This is an optimization exercise on Yosys and OpenROAD, whose aim is small area, not a production implementation. Function was not checked in any run shown here: the RTL went through the layout flow alone.

## flow/design.v (module list and top-level ports; edited modules follow where they fit)
// module add_rca: 15 lines
// module add_bk: 32 lines
// module add_sk: 26 lines
// module pan_tilt_top: 728 lines
module pan_tilt_top (
	input  logic clk,
	input  logic reset,
	input  logic in_valid,
	input  logic [11:0] x_com,
	input  logic [11:0] y_com,
	input  logic [11:0] x_light,
	input  logic [11:0] y_light,
	input  logic [11:0] height,
	output logic out_valid,
	output logic [7:0] pan,
	output logic [7:0] tilt
);
  // ...
==> flow/run.sh <==
#!/bin/bash
# synth_recipe.tcl (not shown) runs the flow's synth.tcl, then flattens the netlist and writes it again
# the make line also repeats each setting of config.mk as NAME=value (left out here)
make -C /OpenROAD-flow-scripts/flow DESIGN_CONFIG=/design/flow/config.mk WORK_HOME=/design/flow/orfs CLKGATE_MAP_FILE= SYNTH_SCRIPT=/design/flow/synth_recipe.tcl finish
==> flow/config.mk <==
export PLATFORM = sky130hd
export DESIGN_NAME = pan_tilt_top
export DESIGN_NICKNAME = pan_tilt_top
export VERILOG_FILES = /design/flow/design.v
export SDC_FILE = /design/flow/constraint.sdc
export NUM_CORES = 4
export LEC_CHECK = 0
export ABC_AREA = 1
export CAP_MARGIN = 20
export CORE_MARGIN = 2
export CORE_UTILIZATION = 40
export SLEW_MARGIN = 20
==> flow/constraint.sdc <==
create_clock -name core_clock -period 5.0 [get_ports {clk}]
set_input_delay 1.0000 -clock core_clock [delete_from_list [all_inputs] [get_ports {clk}]]
set_output_delay 1.0000 -clock core_clock [all_outputs]
set_load 0.01 [all_outputs]
==> summary.md, run 1 <==
| Metric | Value |
|---|---|
| Non-clock buffer count | `353` |
| Endpoints failing setup | `16` |
| Final WS setup | `-0.955 ns` |
| Post-synth EDFFs | `0` |
| Status | `complete, but fails checks` |
| Clock Latency Late Sink | `0.63 ns` |
| Total vias in the final route | `22900` |
| TritonCTS clock tree | `done` |
| Crit-path max FO | `4` |
| Die area | `86800 sq um` |
| Inst Count DP | `5028` |
| Slew @ Worst Pin | `0.560 ns` |
| Top Layer Used | `met5` |
| Tmin final | `5.95 ns` |
| Slew HR | `62.5%` |
| Layout Check Fails | `negative setup slack` |
| Fmax | `0.168 GHz` |
| Slowest cell delay on critical path | `0.47 ns` |
| CTS buffer count | `57` |
| Cts hold-fix bufs | `0` |
| Dpl ws | `-0.984 ns` |
| Finished Layout Cells | `5186` |
| HP Start | `pb1_r3$_DFF_P_` |
| Fin. max-slew vios | `0` |
| CP Launch Point | `pX_r5[6]$_DFF_P_` |
| Synth cell types | `60` |
| Clk_skew | `0.0345 ns` |
==> run 2: changes to the inputs <==
==> flow/design.v (replaced) <==
`default_nettype none
package pan_tilt_pkg;
	localparam int POS_W = 12;
	typedef logic [POS_W-1:0] pos_t;
	localparam int VEC_W = 18;
	typedef logic signed [VEC_W-1:0] vec_t;
	localparam int ANG_W = 16;
	typedef logic [ANG_W-1:0] ang_t;
	localparam ang_t HALF_TURN    = 16'd32768;
	localparam ang_t QUARTER_TURN = 16'd16384;
	localparam int N_STAGES = 14;
	localparam logic [N_STAGES*ANG_W-1:0] ATAN_TABLE = {
		16'd8192, 16'd4836, 16'd2555, 16'd1297,
		16'd651,  16'd326,  16'd163,  16'd81,
		16'd41,   16'd20,   16'd10,   16'd5,
		16'd3,    16'd1
	};
	localparam logic [15:0] CORDIC_GAIN = 16'd26981;
	localparam int GAIN_FRAC = 14;
	typedef logic [7:0] dmx_t;
	localparam int TILT_SHIFT = 6;
	localparam int LATENCY = 30;
endpackage
`default_nettype wire
`timescale 1ns/1ps
`default_nettype none
module add_rca #(
	parameter int W = 8
) (
	input  logic [W-1:0] a,
	input  logic [W-1:0] b,
	input  logic ci,
	output logic [W-1:0] s
);
	logic [W:0] c;
	assign c[0] = ci;
	for (genvar j = 0; j < W; j++) begin : g_bit
		assign s[j] = a[j] ^ b[j] ^ c[j];
		assign c[j+1] = (a[j] & b[j]) | (c[j] & (a[j] ^ b[j]));
	end
endmodule
module add_bk #(
	parameter int W = 8
) (
	input  logic [W-1:0] a,
	input  logic [W-1:0] b,
	input  logic ci,
	output logic [W-1:0] s
);
	logic [W-1:0] p, g, pp, gg;
	always_comb begin
		p = a ^ b;
		g = a & b;
		g[0] = g[0] | (p[0] & ci);
		pp = p;
		gg = g;
		for (int l = 0; (1 << l) < W; l++) begin
			for (int j = (2 << l) - 1; j < W; j += (2 << l)) begin
				gg[j] = gg[j] | (pp[j] & gg[j - (1 << l)]);
				pp[j] = pp[j] & pp[j - (1 << l)];
			end
		end
		for (int l = $clog2(W) - 1; l >= 1; l--) begin
			for (int j = (3 << (l - 1)) - 1; j < W; j += (2 << (l - 1))) begin
				if (j - (1 << (l - 1)) >= 0 && ((j + 1) % (2 << (l - 1))) != 0) begin
					gg[j] = gg[j] | (pp[j] & gg[j - (1 << (l - 1))]);
					pp[j] = pp[j] & pp[j - (1 << (l - 1))];
				end
			end
		end
		s = p ^ {gg[W-2:0], ci};
	end
endmodule
module add_sk #(
	parameter int W = 8
) (
	input  logic [W-1:0] a,
	input  logic [W-1:0] b,
	input  logic ci,
	output logic [W-1:0] s
);
	logic [W-1:0] p, g, pp, gg;
	always_comb begin
		p = a ^ b;
		g = a & b;
		g[0] = g[0] | (p[0] & ci);
		pp = p;
		gg = g;
		for (int l = 0; (1 << l) < W; l++) begin
			for (int j = 0; j < W; j++) begin
				if ((j >> l) & 1) begin
					gg[j] = gg[j] | (pp[j] & gg[((j >> l) << l) - 1]);
					pp[j] = pp[j] & pp[((j >> l) << l) - 1];
				end
			end
		end
		s = p ^ {gg[W-2:0], ci};
	end
endmodule
`default_nettype wire
`timescale 1ns/1ps
`default_nettype none
module pan_tilt_top (
	input  logic clk,
	input  logic reset,
	input  logic in_valid,
	input  logic [11:0] x_com,
	input  logic [11:0] y_com,
	input  logic [11:0] x_light,
	input  logic [11:0] y_light,
	input  logic [11:0] height,
	output logic out_valid,
	output logic [7:0] pan,
	output logic [7:0] tilt
);
	logic [0:0] sf_s0;
	logic [11:0] px0_s0;
	logic [12:0] py0_s0;
	logic [12:0] dx_s0;
	logic [12:0] dy_s0;
	logic [11:0] height_r1;
	logic [0:0] sf_r1;
	logic [11:0] px0_r1;
	logic [12:0] py0_r1;
	logic [12:0] hs_s1;
	logic [26:0] hprod_s1;
	logic [0:0] pb0_s1;
	logic [12:0] px1_s1;
	logic [12:0] py1_s1;
	logic [0:0] pb1_s1;
	logic [12:0] px2_s1;
	logic [12:0] py2_s1;
	logic [0:0] sf_r2;
	logic [12:0] hs_r2;
	logic [0:0] pb0_r2;
	logic [0:0] pb1_r2;
	logic [12:0] px2_r2;
	logic [12:0] py2_r2;
	logic [0:0] pb2_s2;
	logic [13:0] px3_s2;
	logic [11:0] py3_s2;
	logic [0:0] pb3_s2;
	logic [13:0] px4_s2;
	logic [10:0] py4_s2;
	logic [0:0] sf_r3;
	logic [12:0] hs_r3;
	logic [0:0] pb0_r3;
	logic [0:0] pb1_r3;
	logic [0:0] pb2_r3;
	logic [0:0] pb3_r3;
	logic [13:0] px4_r3;
	logic [10:0] py4_r3;
	logic [0:0] pb4_s3;
	logic [13:0] px5_s3;
	logic [10:0] py5_s3;
	logic [0:0] pb5_s3;
	logic [13:0] px6_s3;
	logic [9:0] py6_s3;
	logic [0:0] sf_r4;
	logic [12:0] hs_r4;
	logic [0:0] pb0_r4;
	logic [0:0] pb1_r4;
	logic [0:0] pb2_r4;
	logic [0:0] pb3_r4;
	logic [0:0] pb4_r4;
	logic [0:0] pb5_r4;
	logic [13:0] px6_r4;
	logic [9:0] py6_r4;
	logic [0:0] pb6_s4;
	logic [13:0] px7_s4;
	logic [8:0] py7_s4;
	logic [0:0] pb7_s4;
	logic [13:0] px8_s4;
	logic [7:0] py8_s4;
	logic [0:0] pb8_s4;
	logic [6:0] py9_s4;
	logic [2:0] pa9_s4;
	logic [13:0] pX_s4;
	logic [0:0] sf_r5;
	logic [12:0] hs_r5;
	logic [0:0] pb0_r5;
	logic [0:0] pb1_r5;
	logic [0:0] pb2_r5;
	logic [0:0] pb3_r5;
	logic [0:0] pb4_r5;
	logic [0:0] pb5_r5;
	logic [0:0] pb6_r5;
	logic [0:0] pb7_r5;
	logic [0:0] pb8_r5;
	logic [6:0] py9_r5;
	logic [2:0] pa9_r5;
	logic [13:0] pX_r5;
	logic [0:0] pb9_s5;
	logic [5:0] py10_s5;
	logic [2:0] pa10_s5;
	logic pc9_s5;
	logic [3:0] plo9_s5;
	logic [0:0] pb10_s5;
	logic [4:0] py11_s5;
	logic [2:0] pa11_s5;
	logic pc10_s5;
	logic [3:0] plo10_s5;
	logic [0:0] pb11_s5;
	logic [4:0] py12_s5;
	logic [2:0] pa12_s5;
	logic pc11_s5;
	logic [3:0] plo11_s5;
	logic [0:0] sf_r6;
	logic [12:0] hs_r6;
	logic [0:0] pb0_r6;
	logic [0:0] pb1_r6;
	logic [0:0] pb2_r6;
	logic [0:0] pb3_r6;
	logic [0:0] pb4_r6;
	logic [0:0] pb5_r6;
	logic [0:0] pb6_r6;
	logic [0:0] pb7_r6;
	logic [0:0] pb8_r6;
	logic [13:0] pX_r6;
	logic [0:0] pb9_r6;
	logic [0:0] pb10_r6;
	logic [0:0] pb11_r6;
	logic [4:0] py12_r6;
	logic [2:0] pa12_r6;
	logic [0:0] pb12_s6;
	logic [3:0] py13_s6;
	logic [2:0] pa13_s6;
	logic pc12_s6;
	logic [3:0] plo12_s6;
	logic [0:0] pb13_s6;
	logic [2:0] pa14_s6;
	logic [13:0] px14_s6;
	logic [13:0] tx1_s6;
	logic [14:0] ty1_s6;
	logic [0:0] sf_r7;
	logic [0:0] pb0_r7;
	logic [0:0] pb1_r7;
	logic [0:0] pb2_r7;
	logic [0:0] pb3_r7;
	logic [0:0] pb4_r7;
	logic [0:0] pb5_r7;
	logic [0:0] pb6_r7;
	logic [0:0] pb7_r7;
	logic [0:0] pb8_r7;
	logic [0:0] pb9_r7;
	logic [0:0] pb10_r7;
	logic [0:0] pb11_r7;
	logic [0:0] pb12_r7;
	logic [0:0] pb13_r7;
	logic [13:0] tx1_r7;
	logic [14:0] ty1_r7;
	logic [7:0] pan_b_s7;
	logic pcsa_s7_1, pcsa_s7_2;
	logic pcsa_s7_3, pcsa_s7_4;
	logic pcsa_s7_5, pcsa_s7_6;
	logic pcsa_s7_7, pcsa_s7_8;
	logic pcsa_s7_9, pcsa_s7_10;
	logic pcsa_s7_11, pcsa_s7_12;
	logic pcsa_s7_13, pcsa_s7_14;
	logic pcsa_s7_15, pcsa_s7_16;
	logic pcsa_s7_17, pcsa_s7_18;
	logic pcsa_s7_19, pcsa_s7_20;
	logic pcsa_s7_21, pcsa_s7_22;
	logic pcsa_s7_23, pcsa_s7_24;
	logic pcsa_s7_25, pcsa_s7_26;
	logic pcsa_s7_27, pcsa_s7_28;
	logic pcsa_s7_29, pcsa_s7_30;
	logic pcsa_s7_31, pcsa_s7_32;
	logic pcsa_s7_33, pcsa_s7_34;
	logic pcsa_s7_35, pcsa_s7_36;
	logic pcsa_s7_37, pcsa_s7_38;
	logic pcsa_s7_39, pcsa_s7_40;
	logic pcsa_s7_41, pcsa_s7_42;
	logic pcsa_s7_43, pcsa_s7_44;
	logic pcsa_s7_45, pcsa_s7_46;
	logic pcsa_s7_47, pcsa_s7_48;
	logic pcsa_s7_49, pcsa_s7_50;
	logic pcsa_s7_51, pcsa_s7_52;
	logic pcsa_s7_53, pcsa_s7_54;
	logic pcsa_s7_55, pcsa_s7_56;
	logic pcsa_s7_57, pcsa_s7_58;
	logic pcsa_s7_59, pcsa_s7_60;
	logic pcsa_s7_61, pcsa_s7_62;
	logic pcsa_s7_63, pcsa_s7_64;
	logic pcsa_s7_65, pcsa_s7_66;
	logic pcsa_s7_67, pcsa_s7_68;
	logic pcsa_s7_69, pcsa_s7_70;
	logic pcsa_s7_71, pcsa_s7_72;
	logic pcsa_s7_73, pcsa_s7_74;
	logic [15:0] pcsa_s7_75, pcsa_s7_76, pcsa_s7_77;
	logic [0:0] tb1_s7;
	logic [14:0] tx2_s7;
	logic [13:0] ty2_s7;
	logic [0:0] tb2_s7;
	logic [14:0] tx3_s7;
	logic [12:0] ty3_s7;
	logic [7:0] pan_b_r8;
	logic [0:0] tb1_r8;
	logic [0:0] tb2_r8;
	logic [14:0] tx3_r8;
	logic [12:0] ty3_r8;
	logic [0:0] tb3_s8;
	logic [14:0] tx4_s8;
	logic [12:0] ty4_s8;
	logic [0:0] tb4_s8;
	logic [14:0] tx5_s8;
	logic [11:0] ty5_s8;
	logic [7:0] pan_b_r9;
	logic [0:0] tb1_r9;
	logic [0:0] tb2_r9;
	logic [0:0] tb3_r9;
	logic [0:0] tb4_r9;
	logic [14:0] tx5_r9;
	logic [11:0] ty5_r9;
	logic [0:0] tb5_s9;
	logic [14:0] tx6_s9;
	logic [10:0] ty6_s9;
	logic [0:0] tb6_s9;
	logic [14:0] tx7_s9;
	logic [9:0] ty7_s9;
	logic [7:0] pan_b_r10;
	logic [0:0] tb1_r10;
	logic [0:0] tb2_r10;
	logic [0:0] tb3_r10;
	logic [0:0] tb4_r10;
	logic [0:0] tb5_r10;
	logic [0:0] tb6_r10;
	logic [14:0] tx7_r10;
	logic [9:0] ty7_r10;
	logic [0:0] tb7_s10;
	logic [14:0] tx8_s10;
	logic [8:0] ty8_s10;
	logic [0:0] tb8_s10;
	logic [7:0] ty9_s10;
	logic [2:0] ta9_s10;
	logic [14:0] tX_s10;
	logic [7:0] pan_b_r11;
	logic [0:0] tb1_r11;
	logic [0:0] tb2_r11;
	logic [0:0] tb3_r11;
	logic [0:0] tb4_r11;
	logic [0:0] tb5_r11;
	logic [0:0] tb6_r11;
	logic [0:0] tb7_r11;
	logic [0:0] tb8_r11;
	logic [7:0] ty9_r11;
	logic [2:0] ta9_r11;
	logic [14:0] tX_r11;
	logic [0:0] tb9_s11;
	logic [6:0] ty10_s11;
	logic [2:0] ta10_s11;
	logic tc9_s11;
	logic [3:0] tlo9_s11;
	logic [0:0] tb10_s11;
	logic [5:0] ty11_s11;
	logic [2:0] ta11_s11;
	logic tc10_s11;
	logic [3:0] tlo10_s11;
	logic [7:0] pan_b_r12;
	logic [0:0] tb1_r12;
	logic [0:0] tb2_r12;
	logic [0:0] tb3_r12;
	logic [0:0] tb4_r12;
	logic [0:0] tb5_r12;
	logic [0:0] tb6_r12;
	logic [0:0] tb7_r12;
	logic [0:0] tb8_r12;
	logic [14:0] tX_r12;
	logic [0:0] tb9_r12;
	logic [0:0] tb10_r12;
	logic [5:0] ty11_r12;
	logic [2:0] ta11_r12;
	logic [0:0] tb11_s12;
	logic [4:0] ty12_s12;
	logic [2:0] ta12_s12;
	logic tc11_s12;
	logic [3:0] tlo11_s12;
	logic [0:0] tb12_s12;
	logic [4:0] ty13_s12;
	logic tc12_s12;
	logic [3:0] tlo12_s12;
	logic [0:0] tb13_s12;
	logic [7:0] pan_b_r13;
	logic [0:0] tb1_r13;
	logic [0:0] tb2_r13;
	logic [0:0] tb3_r13;
	logic [0:0] tb4_r13;
	logic [0:0] tb5_r13;
	logic [0:0] tb6_r13;
	logic [0:0] tb7_r13;
	logic [0:0] tb8_r13;
	logic [0:0] tb9_r13;
	logic [0:0] tb10_r13;
	logic [0:0] tb11_r13;
	logic [0:0] tb12_r13;
	logic [0:0] tb13_r13;
	logic [7:0] tilt_b_s13;
	logic tcsa_s13_1, tcsa_s13_2;
	logic tcsa_s13_3, tcsa_s13_4;
	logic tcsa_s13_5, tcsa_s13_6;
	logic tcsa_s13_7, tcsa_s13_8;
	logic tcsa_s13_9, tcsa_s13_10;
	logic tcsa_s13_11, tcsa_s13_12;
	logic tcsa_s13_13, tcsa_s13_14;
	logic tcsa_s13_15, tcsa_s13_16;
	logic tcsa_s13_17, tcsa_s13_18;
	logic tcsa_s13_19, tcsa_s13_20;
	logic tcsa_s13_21, tcsa_s13_22;
	logic tcsa_s13_23, tcsa_s13_24;
	logic tcsa_s13_25, tcsa_s13_26;
	logic tcsa_s13_27, tcsa_s13_28;
	logic tcsa_s13_29, tcsa_s13_30;
	logic tcsa_s13_31, tcsa_s13_32;
	logic tcsa_s13_33, tcsa_s13_34;
	logic tcsa_s13_35, tcsa_s13_36;
	logic tcsa_s13_37, tcsa_s13_38;
	logic tcsa_s13_39, tcsa_s13_40;
	logic tcsa_s13_41, tcsa_s13_42;
	logic tcsa_s13_43, tcsa_s13_44;
	logic tcsa_s13_45, tcsa_s13_46;
	logic tcsa_s13_47, tcsa_s13_48;
	logic tcsa_s13_49, tcsa_s13_50;
	logic tcsa_s13_51, tcsa_s13_52;
	logic tcsa_s13_53, tcsa_s13_54;
	logic tcsa_s13_55, tcsa_s13_56;
	logic tcsa_s13_57, tcsa_s13_58;
	logic tcsa_s13_59, tcsa_s13_60;
	logic tcsa_s13_61, tcsa_s13_62;
	logic tcsa_s13_63, tcsa_s13_64;
	logic tcsa_s13_65, tcsa_s13_66;
	logic tcsa_s13_67, tcsa_s13_68;
	logic tcsa_s13_69, tcsa_s13_70;
	logic tcsa_s13_71, tcsa_s13_72;
	logic tcsa_s13_73, tcsa_s13_74;
	logic [15:0] tcsa_s13_75, tcsa_s13_76, tcsa_s13_77;
	logic [13:1] vld;
	assign dx_s0 = {1'b0, x_com} - {1'b0, x_light};
	assign dy_s0 = {1'b0, y_com} - {1'b0, y_light};
	assign sf_s0 = dx_s0[12];
	add_sk #(.W(12)) u_add1 (.a((dx_s0[11:0] ^ {12{dx_s0[12]}})), .b(12'd0), .ci(dx_s0[12]), .s(px0_s0));
	add_sk #(.W(13)) u_add2 (.a((dy_s0 ^ {13{dx_s0[12]}})), .b(13'd0), .ci(dx_s0[12]), .s(py0_s0));
	assign hprod_s1 = height_r1 * 15'd26981;
	assign hs_s1 = hprod_s1[26:14];
	assign pb0_s1 = ~py0_r1[12];
	add_sk #(.W(13)) u_add3 (.a({1'b0, px0_r1}), .b({1'b0, (py0_r1[11:0] ^ {12{py0_r1[12]}})}), .ci(py0_r1[12]), .s(px1_s1));
	add_sk #(.W(13)) u_add4 (.a(py0_r1), .b(({1'b0, px0_r1[11:0]} ^ {13{~py0_r1[12]}})), .ci(~py0_r1[12]), .s(py1_s1));
	assign pb1_s1 = ~py1_s1[12];
	add_sk #(.W(13)) u_add5 (.a(px1_s1), .b({2'b0, (py1_s1[11:1] ^ {11{py1_s1[12]}})}), .ci(py1_s1[12]), .s(px2_s1));
	add_sk #(.W(13)) u_add6 (.a(py1_s1), .b(({1'b0, px1_s1[12:1]} ^ {13{~py1_s1[12]}})), .ci(~py1_s1[12]), .s(py2_s1));
	assign pb2_s2 = ~py2_r2[12];
	add_sk #(.W(14)) u_add7 (.a({1'b0, px2_r2}), .b({4'b0, (py2_r2[11:2] ^ {10{py2_r2[12]}})}), .ci(py2_r2[12]), .s(px3_s2));
	add_sk #(.W(12)) u_add8 (.a(py2_r2[11:0]), .b(({1'b0, px2_r2[12:2]} ^ {12{~py2_r2[12]}})), .ci(~py2_r2[12]), .s(py3_s2));
	assign pb3_s2 = ~py3_s2[11];
	add_sk #(.W(14)) u_add9 (.a(px3_s2), .b({6'b0, (py3_s2[10:3] ^ {8{py3_s2[11]}})}), .ci(py3_s2[11]), .s(px4_s2));
	add_sk #(.W(11)) u_add10 (.a(py3_s2[10:0]), .b((px3_s2[13:3] ^ {11{~py3_s2[11]}})), .ci(~py3_s2[11]), .s(py4_s2));
	assign pb4_s3 = ~py4_r3[10];
	add_sk #(.W(14)) u_add11 (.a(px4_r3), .b({8'b0, (py4_r3[9:4] ^ {6{py4_r3[10]}})}), .ci(py4_r3[10]), .s(px5_s3));
	add_sk #(.W(11)) u_add12 (.a(py4_r3), .b(({1'b0, px4_r3[13:4]} ^ {11{~py4_r3[10]}})), .ci(~py4_r3[10]), .s(py5_s3));
	assign pb5_s3 = ~py5_s3[10];
	add_sk #(.W(14)) u_add13 (.a(px5_s3), .b({9'b0, (py5_s3[9:5] ^ {5{py5_s3[10]}})}), .ci(py5_s3[10]), .s(px6_s3));
	add_sk #(.W(10)) u_add14 (.a(py5_s3[9:0]), .b(({1'b0, px5_s3[13:5]} ^ {10{~py5_s3[10]}})), .ci(~py5_s3[10]), .s(py6_s3));
	assign pb6_s4 = ~py6_r4[9];
	add_sk #(.W(14)) u_add15 (.a(px6_r4), .b({11'b0, (py6_r4[8:6] ^ {3{py6_r4[9]}})}), .ci(py6_r4[9]), .s(px7_s4));
	add_sk #(.W(9)) u_add16 (.a(py6_r4[8:0]), .b(({1'b0, px6_r4[13:6]} ^ {9{~py6_r4[9]}})), .ci(~py6_r4[9]), .s(py7_s4));
	assign pb7_s4 = ~py7_s4[8];
	add_sk #(.W(14)) u_add17 (.a(px7_s4), .b({13'b0, (py7_s4[7:7] ^ {1{py7_s4[8]}})}), .ci(py7_s4[8]), .s(px8_s4));
	add_sk #(.W(8)) u_add18 (.a(py7_s4[7:0]), .b(({1'b0, px7_s4[13:7]} ^ {8{~py7_s4[8]}})), .ci(~py7_s4[8]), .s(py8_s4));
	assign pb8_s4 = ~py8_s4[7];
	assign pX_s4 = px8_s4;
	assign pa9_s4 = {2'b0, py8_s4[7]};
	add_sk #(.W(7)) u_add19 (.a(py8_s4[6:0]), .b(({1'b0, px8_s4[13:8]} ^ {7{~py8_s4[7]}})), .ci(~py8_s4[7]), .s(py9_s4));
	assign pb9_s5 = ~py9_r5[6];
	assign pa10_s5 = pa9_r5 + {2'b0, py9_r5[6]};
	assign plo9_s5 = {1'b0, pX_r5[2:0]} + {1'b0, pa9_r5};
	assign pc9_s5 = (&pX_r5[8:3]) & plo9_s5[3];
	add_sk #(.W(6)) u_add20 (.a(py9_r5[5:0]), .b(({1'b0, pX_r5[13:9]} ^ {6{~py9_r5[6]}})), .ci(~(pc9_s5 ^ py9_r5[6])), .s(py10_s5));
	assign pb10_s5 = ~py10_s5[5];
	assign pa11_s5 = pa10_s5 + {2'b0, py10_s5[5]};
	assign plo10_s5 = {1'b0, pX_r5[2:0]} + {1'b0, pa10_s5};
	assign pc10_s5 = (&pX_r5[9:3]) & plo10_s5[3];
	add_sk #(.W(5)) u_add21 (.a(py10_s5[4:0]), .b(({1'b0, pX_r5[13:10]} ^ {5{~py10_s5[5]}})), .ci(~(pc10_s5 ^ py10_s5[5])), .s(py11_s5));
	assign pb11_s5 = ~py11_s5[4];
	assign pa12_s5 = pa11_s5 + {2'b0, py11_s5[4]};
	assign plo11_s5 = {1'b0, pX_r5[2:0]} + {1'b0, pa11_s5};
	assign pc11_s5 = (&pX_r5[10:3]) & plo11_s5[3];
	add_sk #(.W(5)) u_add22 (.a(py11_s5), .b(({2'b0, pX_r5[13:11]} ^ {5{~py11_s5[4]}})), .ci(~(pc11_s5 ^ py11_s5[4])), .s(py12_s5));
	assign pb12_s6 = ~py12_r6[4];
	assign pa13_s6 = pa12_r6 + {2'b0, py12_r6[4]};
	assign plo12_s6 = {1'b0, pX_r6[2:0]} + {1'b0, pa12_r6};
	assign pc12_s6 = (&pX_r6[11:3]) & plo12_s6[3];
	add_sk #(.W(4)) u_add23 (.a(py12_r6[3:0]), .b(({2'b0, pX_r6[13:12]} ^ {4{~py12_r6[4]}})), .ci(~(pc12_s6 ^ py12_r6[4])), .s(py13_s6));
	assign pb13_s6 = ~py13_s6[3];
	assign pa14_s6 = pa13_s6 + {2'b0, py13_s6[3]};
	add_sk #(.W(14)) u_add24 (.a(pX_r6), .b({11'b0, pa14_s6}), .ci(1'b0), .s(px14_s6));
	add_sk #(.W(14)) u_add25 (.a(px14_s6), .b({1'b0, hs_r6}), .ci(1'b0), .s(tx1_s6));
	add_sk #(.W(15)) u_add26 (.a({1'b0, px14_s6}), .b(~{2'b0, hs_r6}), .ci(1'b1), .s(ty1_s6));
	assign pcsa_s7_1 = 1'b1 ^ pb2_r7 ^ pb3_r7;
	assign pcsa_s7_2 = (1'b1 & pb2_r7) | (1'b1 & pb3_r7) | (pb2_r7 & pb3_r7);
	assign pcsa_s7_3 = pb4_r7 ^ pb6_r7 ^ pb7_r7;
	assign pcsa_s7_4 = (pb4_r7 & pb6_r7) | (pb4_r7 & pb7_r7) | (pb6_r7 & pb7_r7);
	assign pcsa_s7_5 = pb8_r7 ^ pb11_r7 ^ pb12_r7;
	assign pcsa_s7_6 = (pb8_r7 & pb11_r7) | (pb8_r7 & pb12_r7) | (pb11_r7 & pb12_r7);
	assign pcsa_s7_7 = pb13_r7 ^ pcsa_s7_1 ^ pcsa_s7_3;
	assign pcsa_s7_8 = (pb13_r7 & pcsa_s7_1) | (pb13_r7 & pcsa_s7_3) | (pcsa_s7_1 & pcsa_s7_3);
	assign pcsa_s7_9 = pb2_r7 ^ pb4_r7 ^ pb5_r7;
	assign pcsa_s7_10 = (pb2_r7 & pb4_r7) | (pb2_r7 & pb5_r7) | (pb4_r7 & pb5_r7);
	assign pcsa_s7_11 = pb6_r7 ^ pb10_r7 ^ pb12_r7;
	assign pcsa_s7_12 = (pb6_r7 & pb10_r7) | (pb6_r7 & pb12_r7) | (pb10_r7 & pb12_r7);
	assign pcsa_s7_13 = pcsa_s7_2 ^ pcsa_s7_4 ^ pcsa_s7_6;
	assign pcsa_s7_14 = (pcsa_s7_2 & pcsa_s7_4) | (pcsa_s7_2 & pcsa_s7_6) | (pcsa_s7_4 & pcsa_s7_6);
	assign pcsa_s7_15 = pcsa_s7_9 ^ pcsa_s7_11 ^ pcsa_s7_8;
	assign pcsa_s7_16 = (pcsa_s7_9 & pcsa_s7_11) | (pcsa_s7_9 & pcsa_s7_8) | (pcsa_s7_11 & pcsa_s7_8);
	assign pcsa_s7_17 = 1'b1 ^ pb1_r7 ^ pb5_r7;
	assign pcsa_s7_18 = (1'b1 & pb1_r7) | (1'b1 & pb5_r7) | (pb1_r7 & pb5_r7);
	assign pcsa_s7_19 = pb9_r7 ^ pb11_r7 ^ pcsa_s7_10;
	assign pcsa_s7_20 = (pb9_r7 & pb11_r7) | (pb9_r7 & pcsa_s7_10) | (pb11_r7 & pcsa_s7_10);
	assign pcsa_s7_21 = pcsa_s7_12 ^ pcsa_s7_17 ^ pcsa_s7_14;
	assign pcsa_s7_22 = (pcsa_s7_12 & pcsa_s7_17) | (pcsa_s7_12 & pcsa_s7_14) | (pcsa_s7_17 & pcsa_s7_14);
	assign pcsa_s7_23 = pcsa_s7_19 ^ pcsa_s7_16 ^ pcsa_s7_21;
	assign pcsa_s7_24 = (pcsa_s7_19 & pcsa_s7_16) | (pcsa_s7_19 & pcsa_s7_21) | (pcsa_s7_16 & pcsa_s7_21);
	assign pcsa_s7_25 = 1'b1 ^ pb2_r7 ^ pb4_r7;
	assign pcsa_s7_26 = (1'b1 & pb2_r7) | (1'b1 & pb4_r7) | (pb2_r7 & pb4_r7);
	assign pcsa_s7_27 = pb8_r7 ^ pb10_r7 ^ pcsa_s7_18;
	assign pcsa_s7_28 = (pb8_r7 & pb10_r7) | (pb8_r7 & pcsa_s7_18) | (pb10_r7 & pcsa_s7_18);
	assign pcsa_s7_29 = pcsa_s7_25 ^ pcsa_s7_20 ^ pcsa_s7_27;
	assign pcsa_s7_30 = (pcsa_s7_25 & pcsa_s7_20) | (pcsa_s7_25 & pcsa_s7_27) | (pcsa_s7_20 & pcsa_s7_27);
	assign pcsa_s7_31 = pcsa_s7_22 ^ pcsa_s7_29 ^ pcsa_s7_24;
	assign pcsa_s7_32 = (pcsa_s7_22 & pcsa_s7_29) | (pcsa_s7_22 & pcsa_s7_24) | (pcsa_s7_29 & pcsa_s7_24);
	assign pcsa_s7_33 = 1'b1 ^ pb2_r7 ^ pb3_r7;
	assign pcsa_s7_34 = (1'b1 & pb2_r7) | (1'b1 & pb3_r7) | (pb2_r7 & pb3_r7);
	assign pcsa_s7_35 = pb7_r7 ^ pb9_r7 ^ pcsa_s7_26;
	assign pcsa_s7_36 = (pb7_r7 & pb9_r7) | (pb7_r7 & pcsa_s7_26) | (pb9_r7 & pcsa_s7_26);
	assign pcsa_s7_37 = pcsa_s7_33 ^ pcsa_s7_28 ^ pcsa_s7_35;
	assign pcsa_s7_38 = (pcsa_s7_33 & pcsa_s7_28) | (pcsa_s7_33 & pcsa_s7_35) | (pcsa_s7_28 & pcsa_s7_35);
	assign pcsa_s7_39 = pcsa_s7_30 ^ pcsa_s7_37 ^ pcsa_s7_32;
	assign pcsa_s7_40 = (pcsa_s7_30 & pcsa_s7_37) | (pcsa_s7_30 & pcsa_s7_32) | (pcsa_s7_37 & pcsa_s7_32);
	assign pcsa_s7_41 = 1'b1 ^ pb1_r7 ^ pb2_r7;
	assign pcsa_s7_42 = (1'b1 & pb1_r7) | (1'b1 & pb2_r7) | (pb1_r7 & pb2_r7);
	assign pcsa_s7_43 = pb6_r7 ^ pb8_r7 ^ pcsa_s7_34;
	assign pcsa_s7_44 = (pb6_r7 & pb8_r7) | (pb6_r7 & pcsa_s7_34) | (pb8_r7 & pcsa_s7_34);
	assign pcsa_s7_45 = pcsa_s7_41 ^ pcsa_s7_36 ^ pcsa_s7_43;
	assign pcsa_s7_46 = (pcsa_s7_41 & pcsa_s7_36) | (pcsa_s7_41 & pcsa_s7_43) | (pcsa_s7_36 & pcsa_s7_43);
	assign pcsa_s7_47 = pcsa_s7_38 ^ pcsa_s7_45 ^ pcsa_s7_40;
	assign pcsa_s7_48 = (pcsa_s7_38 & pcsa_s7_45) | (pcsa_s7_38 & pcsa_s7_40) | (pcsa_s7_45 & pcsa_s7_40);
	assign pcsa_s7_49 = 1'b1 ^ pb1_r7 ^ pb2_r7;
	assign pcsa_s7_50 = (1'b1 & pb1_r7) | (1'b1 & pb2_r7) | (pb1_r7 & pb2_r7);
	assign pcsa_s7_51 = pb5_r7 ^ pb7_r7 ^ pcsa_s7_42;
	assign pcsa_s7_52 = (pb5_r7 & pb7_r7) | (pb5_r7 & pcsa_s7_42) | (pb7_r7 & pcsa_s7_42);
	assign pcsa_s7_53 = pcsa_s7_49 ^ pcsa_s7_44 ^ pcsa_s7_51;
	assign pcsa_s7_54 = (pcsa_s7_49 & pcsa_s7_44) | (pcsa_s7_49 & pcsa_s7_51) | (pcsa_s7_44 & pcsa_s7_51);
	assign pcsa_s7_55 = pcsa_s7_46 ^ pcsa_s7_53 ^ pcsa_s7_48;
	assign pcsa_s7_56 = (pcsa_s7_46 & pcsa_s7_53) | (pcsa_s7_46 & pcsa_s7_48) | (pcsa_s7_53 & pcsa_s7_48);
	assign pcsa_s7_57 = pb1_r7 ^ pb2_r7 ^ pb4_r7;
	assign pcsa_s7_58 = (pb1_r7 & pb2_r7) | (pb1_r7 & pb4_r7) | (pb2_r7 & pb4_r7);
	assign pcsa_s7_59 = pb6_r7 ^ pcsa_s7_50 ^ pcsa_s7_57;
	assign pcsa_s7_60 = (pb6_r7 & pcsa_s7_50) | (pb6_r7 & pcsa_s7_57) | (pcsa_s7_50 & pcsa_s7_57);
	assign pcsa_s7_61 = pcsa_s7_52 ^ pcsa_s7_59 ^ pcsa_s7_54;
	assign pcsa_s7_62 = (pcsa_s7_52 & pcsa_s7_59) | (pcsa_s7_52 & pcsa_s7_54) | (pcsa_s7_59 & pcsa_s7_54);
	assign pcsa_s7_63 = pb2_r7 ^ pb3_r7 ^ pb5_r7;
	assign pcsa_s7_64 = (pb2_r7 & pb3_r7) | (pb2_r7 & pb5_r7) | (pb3_r7 & pb5_r7);
	assign pcsa_s7_65 = pcsa_s7_58 ^ pcsa_s7_63 ^ pcsa_s7_60;
	assign pcsa_s7_66 = (pcsa_s7_58 & pcsa_s7_63) | (pcsa_s7_58 & pcsa_s7_60) | (pcsa_s7_63 & pcsa_s7_60);
	assign pcsa_s7_67 = pb1_r7 ^ pb4_r7 ^ pcsa_s7_64;
	assign pcsa_s7_68 = (pb1_r7 & pb4_r7) | (pb1_r7 & pcsa_s7_64) | (pb4_r7 & pcsa_s7_64);
	assign pcsa_s7_69 = 1'b1 ^ pb3_r7 ^ pcsa_s7_68;
	assign pcsa_s7_70 = (1'b1 & pb3_r7) | (1'b1 & pcsa_s7_68) | (pb3_r7 & pcsa_s7_68);
	assign pcsa_s7_71 = 1'b1 ^ pb2_r7 ^ pcsa_s7_70;
	assign pcsa_s7_72 = (1'b1 & pb2_r7) | (1'b1 & pcsa_s7_70) | (pb2_r7 & pcsa_s7_70);
	assign pcsa_s7_73 = 1'b1 ^ pb1_r7 ^ pcsa_s7_72;
	assign pcsa_s7_74 = (1'b1 & pb1_r7) | (1'b1 & pcsa_s7_72) | (pb1_r7 & pcsa_s7_72);
	assign pcsa_s7_75 = {1'b0, pb0_r7, pcsa_s7_73, pcsa_s7_71, pcsa_s7_69, pcsa_s7_66, pcsa_s7_62, pcsa_s7_56, pcsa_s7_55, pcsa_s7_47, pcsa_s7_39, pcsa_s7_31, pcsa_s7_23, pcsa_s7_13, pcsa_s7_5, 1'b1};
	assign pcsa_s7_76 = {1'b0, pcsa_s7_74, 1'b0, 1'b0, 1'b0, pcsa_s7_67, pcsa_s7_65, pcsa_s7_61, 1'b0, 1'b0, 1'b0, 1'b0, 1'b0, pcsa_s7_15, pcsa_s7_7, 1'b0};
	add_sk #(.W(16)) u_add27 (.a(pcsa_s7_75), .b(pcsa_s7_76), .ci(1'b0), .s(pcsa_s7_77));
	assign pan_b_s7 = {pcsa_s7_77[15] ^ sf_r7, pcsa_s7_77[14:8]};
	assign tb1_s7 = ~ty1_r7[14];
	add_sk #(.W(15)) u_add28 (.a({1'b0, tx1_r7}), .b({2'b0, (ty1_r7[13:1] ^ {13{ty1_r7[14]}})}), .ci(ty1_r7[14]), .s(tx2_s7));
	add_sk #(.W(14)) u_add29 (.a(ty1_r7[13:0]), .b(({1'b0, tx1_r7[13:1]} ^ {14{~ty1_r7[14]}})), .ci(~ty1_r7[14]), .s(ty2_s7));
	assign tb2_s7 = ~ty2_s7[13];
	add_sk #(.W(15)) u_add30 (.a(tx2_s7), .b({4'b0, (ty2_s7[12:2] ^ {11{ty2_s7[13]}})}), .ci(ty2_s7[13]), .s(tx3_s7));
	add_sk #(.W(13)) u_add31 (.a(ty2_s7[12:0]), .b((tx2_s7[14:2] ^ {13{~ty2_s7[13]}})), .ci(~ty2_s7[13]), .s(ty3_s7));
	assign tb3_s8 = ~ty3_r8[12];
	add_sk #(.W(15)) u_add32 (.a(tx3_r8), .b({6'b0, (ty3_r8[11:3] ^ {9{ty3_r8[12]}})}), .ci(ty3_r8[12]), .s(tx4_s8));
	add_sk #(.W(13)) u_add33 (.a(ty3_r8), .b(({1'b0, tx3_r8[14:3]} ^ {13{~ty3_r8[12]}})), .ci(~ty3_r8[12]), .s(ty4_s8));
	assign tb4_s8 = ~ty4_s8[12];
	add_sk #(.W(15)) u_add34 (.a(tx4_s8), .b({7'b0, (ty4_s8[11:4] ^ {8{ty4_s8[12]}})}), .ci(ty4_s8[12]), .s(tx5_s8));
	add_sk #(.W(12)) u_add35 (.a(ty4_s8[11:0]), .b(({1'b0, tx4_s8[14:4]} ^ {12{~ty4_s8[12]}})), .ci(~ty4_s8[12]), .s(ty5_s8));
	assign tb5_s9 = ~ty5_r9[11];
	add_sk #(.W(15)) u_add36 (.a(tx5_r9), .b({9'b0, (ty5_r9[10:5] ^ {6{ty5_r9[11]}})}), .ci(ty5_r9[11]), .s(tx6_s9));
	add_sk #(.W(11)) u_add37 (.a(ty5_r9[10:0]), .b(({1'b0, tx5_r9[14:5]} ^ {11{~ty5_r9[11]}})), .ci(~ty5_r9[11]), .s(ty6_s9));
	assign tb6_s9 = ~ty6_s9[10];
	add_sk #(.W(15)) u_add38 (.a(tx6_s9), .b({11'b0, (ty6_s9[9:6] ^ {4{ty6_s9[10]}})}), .ci(ty6_s9[10]), .s(tx7_s9));
	add_sk #(.W(10)) u_add39 (.a(ty6_s9[9:0]), .b(({1'b0, tx6_s9[14:6]} ^ {10{~ty6_s9[10]}})), .ci(~ty6_s9[10]), .s(ty7_s9));
	assign tb7_s10 = ~ty7_r10[9];
	add_sk #(.W(15)) u_add40 (.a(tx7_r10), .b({13'b0, (ty7_r10[8:7] ^ {2{ty7_r10[9]}})}), .ci(ty7_r10[9]), .s(tx8_s10));
	add_sk #(.W(9)) u_add41 (.a(ty7_r10[8:0]), .b(({1'b0, tx7_r10[14:7]} ^ {9{~ty7_r10[9]}})), .ci(~ty7_r10[9]), .s(ty8_s10));
	assign tb8_s10 = ~ty8_s10[8];
	assign tX_s10 = tx8_s10;
	assign ta9_s10 = {2'b0, ty8_s10[8]};
	add_sk #(.W(8)) u_add42 (.a(ty8_s10[7:0]), .b(({1'b0, tx8_s10[14:8]} ^ {8{~ty8_s10[8]}})), .ci(~ty8_s10[8]), .s(ty9_s10));
	assign tb9_s11 = ~ty9_r11[7];
	assign ta10_s11 = ta9_r11 + {2'b0, ty9_r11[7]};
	assign tlo9_s11 = {1'b0, tX_r11[2:0]} + {1'b0, ta9_r11};
	assign tc9_s11 = (&tX_r11[8:3]) & tlo9_s11[3];
	add_sk #(.W(7)) u_add43 (.a(ty9_r11[6:0]), .b(({1'b0, tX_r11[14:9]} ^ {7{~ty9_r11[7]}})), .ci(~(tc9_s11 ^ ty9_r11[7])), .s(ty10_s11));
	assign tb10_s11 = ~ty10_s11[6];
	assign ta11_s11 = ta10_s11 + {2'b0, ty10_s11[6]};
	assign tlo10_s11 = {1'b0, tX_r11[2:0]} + {1'b0, ta10_s11};
	assign tc10_s11 = (&tX_r11[9:3]) & tlo10_s11[3];
	add_sk #(.W(6)) u_add44 (.a(ty10_s11[5:0]), .b(({1'b0, tX_r11[14:10]} ^ {6{~ty10_s11[6]}})), .ci(~(tc10_s11 ^ ty10_s11[6])), .s(ty11_s11));
	assign tb11_s12 = ~ty11_r12[5];
	assign ta12_s12 = ta11_r12 + {2'b0, ty11_r12[5]};
	assign tlo11_s12 = {1'b0, tX_r12[2:0]} + {1'b0, ta11_r12};
	assign tc11_s12 = (&tX_r12[10:3]) & tlo11_s12[3];
	add_sk #(.W(5)) u_add45 (.a(ty11_r12[4:0]), .b(({1'b0, tX_r12[14:11]} ^ {5{~ty11_r12[5]}})), .ci(~(tc11_s12 ^ ty11_r12[5])), .s(ty12_s12));
	assign tb12_s12 = ~ty12_s12[4];
	assign tlo12_s12 = {1'b0, tX_r12[2:0]} + {1'b0, ta12_s12};
	assign tc12_s12 = (&tX_r12[11:3]) & tlo12_s12[3];
	add_sk #(.W(5)) u_add46 (.a(ty12_s12), .b(({2'b0, tX_r12[14:12]} ^ {5{~ty12_s12[4]}})), .ci(~(tc12_s12 ^ ty12_s12[4])), .s(ty13_s12));
	assign tb13_s12 = ~ty13_s12[4];
	assign tcsa_s13_1 = 1'b1 ^ tb2_r13 ^ tb3_r13;
	assign tcsa_s13_2 = (1'b1 & tb2_r13) | (1'b1 & tb3_r13) | (tb2_r13 & tb3_r13);
	assign tcsa_s13_3 = tcsa_s13_1 ^ tb4_r13 ^ tb6_r13;
	assign tcsa_s13_4 = (tcsa_s13_1 & tb4_r13) | (tcsa_s13_1 & tb6_r13) | (tb4_r13 & tb6_r13);
	assign tcsa_s13_5 = tcsa_s13_3 ^ tb7_r13 ^ tb8_r13;
	assign tcsa_s13_6 = (tcsa_s13_3 & tb7_r13) | (tcsa_s13_3 & tb8_r13) | (tb7_r13 & tb8_r13);
	assign tcsa_s13_7 = tcsa_s13_5 ^ tb11_r13 ^ tb12_r13;
	assign tcsa_s13_8 = (tcsa_s13_5 & tb11_r13) | (tcsa_s13_5 & tb12_r13) | (tb11_r13 & tb12_r13);
	assign tcsa_s13_9 = tb2_r13 ^ tcsa_s13_2 ^ tb4_r13;
	assign tcsa_s13_10 = (tb2_r13 & tcsa_s13_2) | (tb2_r13 & tb4_r13) | (tcsa_s13_2 & tb4_r13);
	assign tcsa_s13_11 = tcsa_s13_9 ^ tb5_r13 ^ tb6_r13;
	assign tcsa_s13_12 = (tcsa_s13_9 & tb5_r13) | (tcsa_s13_9 & tb6_r13) | (tb5_r13 & tb6_r13);
	assign tcsa_s13_13 = tcsa_s13_4 ^ tcsa_s13_11 ^ tcsa_s13_6;
	assign tcsa_s13_14 = (tcsa_s13_4 & tcsa_s13_11) | (tcsa_s13_4 & tcsa_s13_6) | (tcsa_s13_11 & tcsa_s13_6);
	assign tcsa_s13_15 = tcsa_s13_13 ^ tb10_r13 ^ tb12_r13;
	assign tcsa_s13_16 = (tcsa_s13_13 & tb10_r13) | (tcsa_s13_13 & tb12_r13) | (tb10_r13 & tb12_r13);
	assign tcsa_s13_17 = 1'b1 ^ tb1_r13 ^ tcsa_s13_10;
	assign tcsa_s13_18 = (1'b1 & tb1_r13) | (1'b1 & tcsa_s13_10) | (tb1_r13 & tcsa_s13_10);
	assign tcsa_s13_19 = tb5_r13 ^ tcsa_s13_17 ^ tcsa_s13_12;
	assign tcsa_s13_20 = (tb5_r13 & tcsa_s13_17) | (tb5_r13 & tcsa_s13_12) | (tcsa_s13_17 & tcsa_s13_12);
	assign tcsa_s13_21 = tcsa_s13_19 ^ tb9_r13 ^ tcsa_s13_14;
	assign tcsa_s13_22 = (tcsa_s13_19 & tb9_r13) | (tcsa_s13_19 & tcsa_s13_14) | (tb9_r13 & tcsa_s13_14);
	assign tcsa_s13_23 = tcsa_s13_21 ^ tb11_r13 ^ tcsa_s13_16;
	assign tcsa_s13_24 = (tcsa_s13_21 & tb11_r13) | (tcsa_s13_21 & tcsa_s13_16) | (tb11_r13 & tcsa_s13_16);
	assign tcsa_s13_25 = 1'b1 ^ tb2_r13 ^ tb4_r13;
	assign tcsa_s13_26 = (1'b1 & tb2_r13) | (1'b1 & tb4_r13) | (tb2_r13 & tb4_r13);
	assign tcsa_s13_27 = tcsa_s13_25 ^ tcsa_s13_18 ^ tcsa_s13_20;
	assign tcsa_s13_28 = (tcsa_s13_25 & tcsa_s13_18) | (tcsa_s13_25 & tcsa_s13_20) | (tcsa_s13_18 & tcsa_s13_20);
	assign tcsa_s13_29 = tcsa_s13_27 ^ tb8_r13 ^ tcsa_s13_22;
	assign tcsa_s13_30 = (tcsa_s13_27 & tb8_r13) | (tcsa_s13_27 & tcsa_s13_22) | (tb8_r13 & tcsa_s13_22);
	assign tcsa_s13_31 = tb10_r13 ^ tcsa_s13_29 ^ tcsa_s13_24;
	assign tcsa_s13_32 = (tb10_r13 & tcsa_s13_29) | (tb10_r13 & tcsa_s13_24) | (tcsa_s13_29 & tcsa_s13_24);
	assign tcsa_s13_33 = 1'b1 ^ tb2_r13 ^ tb3_r13;
	assign tcsa_s13_34 = (1'b1 & tb2_r13) | (1'b1 & tb3_r13) | (tb2_r13 & tb3_r13);
	assign tcsa_s13_35 = tcsa_s13_33 ^ tcsa_s13_26 ^ tb7_r13;
	assign tcsa_s13_36 = (tcsa_s13_33 & tcsa_s13_26) | (tcsa_s13_33 & tb7_r13) | (tcsa_s13_26 & tb7_r13);
	assign tcsa_s13_37 = tcsa_s13_28 ^ tcsa_s13_35 ^ tb9_r13;
	assign tcsa_s13_38 = (tcsa_s13_28 & tcsa_s13_35) | (tcsa_s13_28 & tb9_r13) | (tcsa_s13_35 & tb9_r13);
	assign tcsa_s13_39 = tcsa_s13_37 ^ tcsa_s13_30 ^ tcsa_s13_32;
	assign tcsa_s13_40 = (tcsa_s13_37 & tcsa_s13_30) | (tcsa_s13_37 & tcsa_s13_32) | (tcsa_s13_30 & tcsa_s13_32);
	assign tcsa_s13_41 = 1'b1 ^ tb1_r13 ^ tb2_r13;
	assign tcsa_s13_42 = (1'b1 & tb1_r13) | (1'b1 & tb2_r13) | (tb1_r13 & tb2_r13);
	assign tcsa_s13_43 = tcsa_s13_41 ^ tcsa_s13_34 ^ tb6_r13;
	assign tcsa_s13_44 = (tcsa_s13_41 & tcsa_s13_34) | (tcsa_s13_41 & tb6_r13) | (tcsa_s13_34 & tb6_r13);
	assign tcsa_s13_45 = tcsa_s13_43 ^ tcsa_s13_36 ^ tb8_r13;
	assign tcsa_s13_46 = (tcsa_s13_43 & tcsa_s13_36) | (tcsa_s13_43 & tb8_r13) | (tcsa_s13_36 & tb8_r13);
	assign tcsa_s13_47 = tcsa_s13_45 ^ tcsa_s13_38 ^ tcsa_s13_40;
	assign tcsa_s13_48 = (tcsa_s13_45 & tcsa_s13_38) | (tcsa_s13_45 & tcsa_s13_40) | (tcsa_s13_38 & tcsa_s13_40);
	assign tcsa_s13_49 = 1'b1 ^ tb1_r13 ^ tb2_r13;
	assign tcsa_s13_50 = (1'b1 & tb1_r13) | (1'b1 & tb2_r13) | (tb1_r13 & tb2_r13);
	assign tcsa_s13_51 = tcsa_s13_42 ^ tcsa_s13_49 ^ tb5_r13;
	assign tcsa_s13_52 = (tcsa_s13_42 & tcsa_s13_49) | (tcsa_s13_42 & tb5_r13) | (tcsa_s13_49 & tb5_r13);
	assign tcsa_s13_53 = tcsa_s13_51 ^ tcsa_s13_44 ^ tb7_r13;
	assign tcsa_s13_54 = (tcsa_s13_51 & tcsa_s13_44) | (tcsa_s13_51 & tb7_r13) | (tcsa_s13_44 & tb7_r13);
	assign tcsa_s13_55 = tcsa_s13_53 ^ tcsa_s13_46 ^ tcsa_s13_48;
	assign tcsa_s13_56 = (tcsa_s13_53 & tcsa_s13_46) | (tcsa_s13_53 & tcsa_s13_48) | (tcsa_s13_46 & tcsa_s13_48);
	assign tcsa_s13_57 = tb1_r13 ^ tb2_r13 ^ tcsa_s13_50;
	assign tcsa_s13_58 = (tb1_r13 & tb2_r13) | (tb1_r13 & tcsa_s13_50) | (tb2_r13 & tcsa_s13_50);
	assign tcsa_s13_59 = tcsa_s13_57 ^ tb4_r13 ^ tcsa_s13_52;
	assign tcsa_s13_60 = (tcsa_s13_57 & tb4_r13) | (tcsa_s13_57 & tcsa_s13_52) | (tb4_r13 & tcsa_s13_52);
	assign tcsa_s13_61 = tb6_r13 ^ tcsa_s13_59 ^ tcsa_s13_54;
	assign tcsa_s13_62 = (tb6_r13 & tcsa_s13_59) | (tb6_r13 & tcsa_s13_54) | (tcsa_s13_59 & tcsa_s13_54);
	assign tcsa_s13_63 = tb2_r13 ^ tb3_r13 ^ tcsa_s13_58;
	assign tcsa_s13_64 = (tb2_r13 & tb3_r13) | (tb2_r13 & tcsa_s13_58) | (tb3_r13 & tcsa_s13_58);
	assign tcsa_s13_65 = tcsa_s13_63 ^ tb5_r13 ^ tcsa_s13_60;
	assign tcsa_s13_66 = (tcsa_s13_63 & tb5_r13) | (tcsa_s13_63 & tcsa_s13_60) | (tb5_r13 & tcsa_s13_60);
	assign tcsa_s13_67 = tb1_r13 ^ tcsa_s13_64 ^ tb4_r13;
	assign tcsa_s13_68 = (tb1_r13 & tcsa_s13_64) | (tb1_r13 & tb4_r13) | (tcsa_s13_64 & tb4_r13);
	assign tcsa_s13_69 = 1'b1 ^ tb3_r13 ^ tcsa_s13_68;
	assign tcsa_s13_70 = (1'b1 & tb3_r13) | (1'b1 & tcsa_s13_68) | (tb3_r13 & tcsa_s13_68);
	assign tcsa_s13_71 = 1'b1 ^ tb2_r13 ^ tcsa_s13_70;
	assign tcsa_s13_72 = (1'b1 & tb2_r13) | (1'b1 & tcsa_s13_70) | (tb2_r13 & tcsa_s13_70);
	assign tcsa_s13_73 = 1'b1 ^ tb1_r13 ^ tcsa_s13_72;
	assign tcsa_s13_74 = (1'b1 & tb1_r13) | (1'b1 & tcsa_s13_72) | (tb1_r13 & tcsa_s13_72);
	assign tcsa_s13_75 = {1'b1, 1'b1, tcsa_s13_73, tcsa_s13_71, tcsa_s13_69, tcsa_s13_66, tcsa_s13_62, tcsa_s13_56, tcsa_s13_55, tcsa_s13_47, tcsa_s13_39, tcsa_s13_31, tcsa_s13_23, tcsa_s13_8, tb13_r13, 1'b1};
	assign tcsa_s13_76 = {1'b0, tcsa_s13_74, 1'b0, 1'b0, 1'b0, tcsa_s13_67, tcsa_s13_65, tcsa_s13_61, 1'b0, 1'b0, 1'b0, 1'b0, 1'b0, tcsa_s13_15, tcsa_s13_7, 1'b0};
	add_sk #(.W(16)) u_add47 (.a(tcsa_s13_75), .b(tcsa_s13_76), .ci(1'b0), .s(tcsa_s13_77));
	assign tilt_b_s13 = tcsa_s13_77[15] ? 8'd0 : tcsa_s13_77[14] ? 8'd255 : tcsa_s13_77[13:6];
	always_ff @(posedge clk) begin
		if (reset) vld <= '0;
		else vld <= {vld[12:1], in_valid};
	end
	always_ff @(posedge clk) begin
		height_r1 <= height;
		sf_r1 <= sf_s0;
		px0_r1 <= px0_s0;
		py0_r1 <= py0_s0;
		sf_r2 <= sf_r1;
		hs_r2 <= hs_s1;
		pb0_r2 <= pb0_s1;
		pb1_r2 <= pb1_s1;
		px2_r2 <= px2_s1;
		py2_r2 <= py2_s1;
		sf_r3 <= sf_r2;
		hs_r3 <= hs_r2;
		pb0_r3 <= pb0_r2;
		pb1_r3 <= pb1_r2;
		pb2_r3 <= pb2_s2;
		pb3_r3 <= pb3_s2;
		px4_r3 <= px4_s2;
		py4_r3 <= py4_s2;
		sf_r4 <= sf_r3;
		hs_r4 <= hs_r3;
		pb0_r4 <= pb0_r3;
		pb1_r4 <= pb1_r3;
		pb2_r4 <= pb2_r3;
		pb3_r4 <= pb3_r3;
		pb4_r4 <= pb4_s3;
		pb5_r4 <= pb5_s3;
		px6_r4 <= px6_s3;
		py6_r4 <= py6_s3;
		sf_r5 <= sf_r4;
		hs_r5 <= hs_r4;
		pb0_r5 <= pb0_r4;
		pb1_r5 <= pb1_r4;
		pb2_r5 <= pb2_r4;
		pb3_r5 <= pb3_r4;
		pb4_r5 <= pb4_r4;
		pb5_r5 <= pb5_r4;
		pb6_r5 <= pb6_s4;
		pb7_r5 <= pb7_s4;
		pb8_r5 <= pb8_s4;
		py9_r5 <= py9_s4;
		pa9_r5 <= pa9_s4;
		pX_r5 <= pX_s4;
		sf_r6 <= sf_r5;
		hs_r6 <= hs_r5;
		pb0_r6 <= pb0_r5;
		pb1_r6 <= pb1_r5;
		pb2_r6 <= pb2_r5;
		pb3_r6 <= pb3_r5;
		pb4_r6 <= pb4_r5;
		pb5_r6 <= pb5_r5;
		pb6_r6 <= pb6_r5;
		pb7_r6 <= pb7_r5;
		pb8_r6 <= pb8_r5;
		pX_r6 <= pX_r5;
		pb9_r6 <= pb9_s5;
		pb10_r6 <= pb10_s5;
		pb11_r6 <= pb11_s5;
		py12_r6 <= py12_s5;
		pa12_r6 <= pa12_s5;
		sf_r7 <= sf_r6;
		pb0_r7 <= pb0_r6;
		pb1_r7 <= pb1_r6;
		pb2_r7 <= pb2_r6;
		pb3_r7 <= pb3_r6;
		pb4_r7 <= pb4_r6;
		pb5_r7 <= pb5_r6;
		pb6_r7 <= pb6_r6;
		pb7_r7 <= pb7_r6;
		pb8_r7 <= pb8_r6;
		pb9_r7 <= pb9_r6;
		pb10_r7 <= pb10_r6;
		pb11_r7 <= pb11_r6;
		pb12_r7 <= pb12_s6;
		pb13_r7 <= pb13_s6;
		tx1_r7 <= tx1_s6;
		ty1_r7 <= ty1_s6;
		pan_b_r8 <= pan_b_s7;
		tb1_r8 <= tb1_s7;
		tb2_r8 <= tb2_s7;
		tx3_r8 <= tx3_s7;
		ty3_r8 <= ty3_s7;
		pan_b_r9 <= pan_b_r8;
		tb1_r9 <= tb1_r8;
		tb2_r9 <= tb2_r8;
		tb3_r9 <= tb3_s8;
		tb4_r9 <= tb4_s8;
		tx5_r9 <= tx5_s8;
		ty5_r9 <= ty5_s8;
		pan_b_r10 <= pan_b_r9;
		tb1_r10 <= tb1_r9;
		tb2_r10 <= tb2_r9;
		tb3_r10 <= tb3_r9;
		tb4_r10 <= tb4_r9;
		tb5_r10 <= tb5_s9;
		tb6_r10 <= tb6_s9;
		tx7_r10 <= tx7_s9;
		ty7_r10 <= ty7_s9;
		pan_b_r11 <= pan_b_r10;
		tb1_r11 <= tb1_r10;
		tb2_r11 <= tb2_r10;
		tb3_r11 <= tb3_r10;
		tb4_r11 <= tb4_r10;
		tb5_r11 <= tb5_r10;
		tb6_r11 <= tb6_r10;
		tb7_r11 <= tb7_s10;
		tb8_r11 <= tb8_s10;
		ty9_r11 <= ty9_s10;
		ta9_r11 <= ta9_s10;
		tX_r11 <= tX_s10;
		pan_b_r12 <= pan_b_r11;
		tb1_r12 <= tb1_r11;
		tb2_r12 <= tb2_r11;
		tb3_r12 <= tb3_r11;
		tb4_r12 <= tb4_r11;
		tb5_r12 <= tb5_r11;
		tb6_r12 <= tb6_r11;
		tb7_r12 <= tb7_r11;
		tb8_r12 <= tb8_r11;
		tX_r12 <= tX_r11;
		tb9_r12 <= tb9_s11;
		tb10_r12 <= tb10_s11;
		ty11_r12 <= ty11_s11;
		ta11_r12 <= ta11_s11;
		pan_b_r13 <= pan_b_r12;
		tb1_r13 <= tb1_r12;
		tb2_r13 <= tb2_r12;
		tb3_r13 <= tb3_r12;
		tb4_r13 <= tb4_r12;
		tb5_r13 <= tb5_r12;
		tb6_r13 <= tb6_r12;
		tb7_r13 <= tb7_r12;
		tb8_r13 <= tb8_r12;
		tb9_r13 <= tb9_r12;
		tb10_r13 <= tb10_r12;
		tb11_r13 <= tb11_s12;
		tb12_r13 <= tb12_s12;
		tb13_r13 <= tb13_s12;
	end
	assign out_valid = vld[13];
	assign pan = pan_b_r13;
	assign tilt = tilt_b_s13;
endmodule
`default_nettype wire
==> flow/config.mk (replaced) <==
export PLATFORM = sky130hd
export DESIGN_NAME = pan_tilt_top
export DESIGN_NICKNAME = pan_tilt_top
export VERILOG_FILES = /design/flow/design.v
export SDC_FILE = /design/flow/constraint.sdc
export NUM_CORES = 4
export LEC_CHECK = 0
export CAP_MARGIN = 20
export CORE_MARGIN = 2
export CORE_UTILIZATION = 40
export SLEW_MARGIN = 20
==> summary.md, run 2 <==
| Metric | Value |
|---|---|
| Flop2flop setup slack | `-0.64 ns (was -0.95 ns)` |
| Core Util, Final | `49.7% (was 48.7%)` |
| Placed cell area | `39100 sq um (was 37600 sq um)` |
| 1st-iter DRT viols | `627 (was 689)` |
| Status | `complete, but fails checks (unchanged)` |
| DRT Wirelength | `63900 um (was 64200 um)` |
| Max H-tree Level | `2 (unchanged)` |
| Slew HR | `51.5% (was 62.5%)` |
| Crit path top cell by count | `fa_2 (unchanged)` |
| Vias in the first global route | `22800 (was 23100)` |
| Critical R2R Launch | `py6_r4[9]$_DFF_P_ (was pX_r5[6]$_DFF_P_)` |
| Arrival @ worst endpoint | `6.42 ns (was 6.49 ns)` |
| FF+latch count, synth | `535 (was 486)` |
| Routed Antenna Nets | `0 (unchanged)` |
| Tmin final | `7.42 ns (was 5.95 ns)` |
| Layout Check Fails | `negative setup slack (unchanged)` |
| Ys Warns | `14 (unchanged)` |
| Main synth FF type | `dfxtp_1 (unchanged)` |
| Clk_skew | `0.0523 ns (was 0.0345 ns)` |
| Wire per inst | `13.0 um (was 12.4 um)` |
| CP Capture Type | `primary output (was flop)` |
| TritonCTS clock tree | `done (unchanged)` |
| Endpoints failing setup | `31 (was 16)` |
| GRT Util Overall | `14.5% (was 15.1%)` |
| Via density | `4.55 (was 4.42)` |
| Slew @ Worst Pin | `0.722 ns (was 0.560 ns)` |
| Most frequent cells in the layout | `507 x dfxtp_1, 423 x ha_1, 391 x xnor2_1, 362 x inv_1, 334 x buf_4 (was 610 x inv_1, 471 x dfxtp_1, 461 x nand2_1, 450 x ha_1, 345 x xor2_1)` |
| Leading area contributor after synthesis | `dfxtp_1 (unchanged)` |
| Seq/Total Area, Yosys | `31.2% (was 28.8%)` |
| Synth cell count leaders | `535 x dfxtp_1, 446 x ha_1, 410 x xnor2_1 (was 631 x inv_1, 493 x nand2_1, 486 x dfxtp_1)` |
| DRC | `0 (unchanged)` |
| Clock-pin slew on the worst setup and hold paths | `0.06 ns (about the same)` |
| Clock Latency Late Sink | `0.64 ns (was 0.63 ns)` |
| Hpwl dp | `52900 um (about the same)` |
| Max Cap Viol | `0 (unchanged)` |
| CP Launch Point | `tb2_r13$_DFF_P_ (was pX_r5[6]$_DFF_P_)` |
| CTS max path bufs | `3 (unchanged)` |
| ANT cells | `0 (unchanged)` |
| DR pass1 iterations | `5 (was 4)` |
| IO Port Bufs | `79 (unchanged)` |
| Synth cell types | `88 (was 60)` |
| Avg Cell Area, Syn | `10.4 sq um (was 9.32 sq um)` |
| Critical Path Start Type | `flop (unchanged)` |
| Commonest non-fill, non-tap cell in the layout | `dfxtp_1 (was inv_1)` |
| Die height | `297 um (was 295 um)` |
| HP Class | `flop to flop (unchanged)` |
| Global-route wire length before repair | `107000 um (was 108000 um)` |
| RSZ-0062 raised after global routing | `yes (unchanged)` |
| Top-count cell post-synth | `dfxtp_1 (was inv_1)` |
| Sink Count | `535 (was 486)` |
| Crit-path max FO | `6 (was 4)` |
| WP buf/inv | `4 (unchanged)` |
| Final WS setup | `-2.42 ns (was -0.955 ns)` |
| I/O Pins | `80 (unchanged)` |
| Total vias in the final route | `22300 (was 22900)` |
| Post-synth EDFFs | `0 (unchanged)` |
| Clock root cell | `clkbuf_16 (unchanged)` |
| Final Cycle Share | `148% (was 119%)` |
| Starting Density | `40.3% (was 40.4%)` |
| Cts hold-fix bufs | `0 (unchanged)` |
| Largest net degree at the start of global routing | `18 (was 26)` |
| Final setup TNS | `-25.74 ns (was -8.03 ns)` |
| Fin. max-slew vios | `0 (unchanged)` |
| CORE AREA | `85000 sq um (was 83700 sq um)` |
| Fmax | `0.135 GHz (was 0.168 GHz)` |
| Slowest cell delay on critical path | `0.55 ns (was 0.47 ns)` |
| Gpl congestion | `0.843 (was 0.837)` |
| Area grow syn2layout | `23.3% (was 20.6%)` |
| Final Hold Slack | `0.275 ns (was 0.304 ns)` |
| Die area | `88000 sq um (was 86800 sq um)` |
| CTS buffer count | `59 (was 57)` |
| Layout cells sized above 1 | `19.4% (was 16.7%)` |
| Synth Instances | `3280 (was 3626)` |
| Mapped Nets | `4031 (was 4393)` |
| CP Cell Sequence | `inv_4 > buf_4 > ha_1 > xor2_1 > fa_2 > fa_2 > fa_1 > fa_1 > fa_2 > fa_2 > fa_2 > fa_2 > nand2_2 > o41ai_2 > a21o_1 > a21oi_2 > or2_4 > nor3_4 > buf_6 > nand2_4 > a21oi_2 > buf_2` |
| Final instance area | `42200 sq um (was 40800 sq um)` |
| # nets final | `4467 (was 4774)` |
| Slowest stage cell on the critical path | `fa_2 (was fa_1)` |
| CP delay by family, top | `adder cells (unchanged)` |
| Hold Fails Final Rpt | `0 (unchanged)` |
| FP Rows | `107 (was 106)` |
| Top cell type's share of synthesized area | `31.2% (was 28.8%)` |
| Cell Area, Synth | `34300 sq um (was 33800 sq um)` |
| Critical path class | `flop to primary output (was flop to flop)` |
| Leading post-synthesis cells by cell area | `dfxtp_1 31%, ha_1 16%, fa_1 14% (was dfxtp_1 29%, ha_1 17%, fa_1 14%)` |
| GRT Residual Overflow | `0 (unchanged)` |
| DIE WIDTH | `297 um (was 295 um)` |
| HP Start | `pb0_r5$_DFF_P_ (was pb1_r3$_DFF_P_)` |
| Req. time, crit path | `4.00 ns (was 5.53 ns)` |
| Initial antenna violation count | `0 (was 1)` |
| Fraction of registers with async set/reset | `0% (unchanged)` |
## run 2: final timing paths
path                        to  depth (start not counted)
max                    tilt[0]                         22
min             pb0_r6$_DFF_P_                          0
max reg2reg  py9_r5[6]$_DFF_P_                         28
min reg2reg     pb0_r6$_DFF_P_                          0
## run 2: layout make-up
type / instances / area [sq um]
fillers: 7730 / 42800
multi-input cells: 2302 / 22900
flip-flops and latches: 535 / 10800
repair buffers: 432 / 3500
clock buffers: 77 / 1660
inverters: 386 / 1450
well taps: 1144 / 1430
clock inverters: 34 / 494
## run 2: kinds of logic (layout without fill, tap and decap cells)
family / Yosys count / after routing / synth area share [%]
AOI/OAI and AO/OA: 415 / 415 / 8.13
xor gates and xnor gates: 650 / 650 / 16.8
adders and majority gates: 693 / 693 / 30.6
buffers and inverters: 443 / 929 / 4.95
DFF: 535 / 535 / 31.2
muxes: 17 / 17 / 0.507
and+or+nand+nor: 527 / 527 / 7.76
## run 2: repair_timing
action | CTS | global route
gates resized for setup | 105 | 132
buffers inserted | 17 | 17
endpoints found under the hold margin | 0 | 0
pin swaps | 62 | 69
endpoints found under the setup margin | 46 | 84
## run 2: metrics by stage
stage | setup WS (ns) | cells
final | -2.42 | 4910
after global routing | -2.73 | 4910
after CTS | -2.51 | 4895
after detailed placement | -2.41 | 4769
after global placement | -2.35 | 4769
after floorplan | -1.78 | 3280
## run 2: layer usage
| layer | vias to the layer above | part of all wire (%) | track usage, % |
|---|---|---|---|
| li1 | 11700 | - | - |
| met1 | 10400 | 45 | 17.6 |
| met2 | 186 | 50 | 26.8 |
| met3 | 96 | 2.3 | 1.74 |
| met4 | 0 | 2.1 | 4.11 |
| met5 | - | 0 | 0 |

-- afterwards: timing with drivers on the ports --
No port has a modelled driver above. Below, the same layouts with a new extraction and two added sets of constraints.
Step 1 assumes that a clkbuf_16 drives the clock port and a buf_2 every other input.
Step 2 moves the port delays by t, midway between the first and last clock arrival at a register: inputs arrive t later, outputs are due t later. That takes back most of the time a late clock gives input paths.
Slacks: ideal / step 1 / step 2; pairs: ideal / step 1.
run | t (ns) | setup WS [ns] | hold slack, ns | pins driven straight from the clock port
run 1 | 0.685 | -0.955 / -0.955 / -0.955 | 0.304 / 0.304 / 0.304 | 1
run 2 | 0.681 | -2.423 / -2.490 / -1.809 | 0.275 / 0.275 / 0.275 | 1
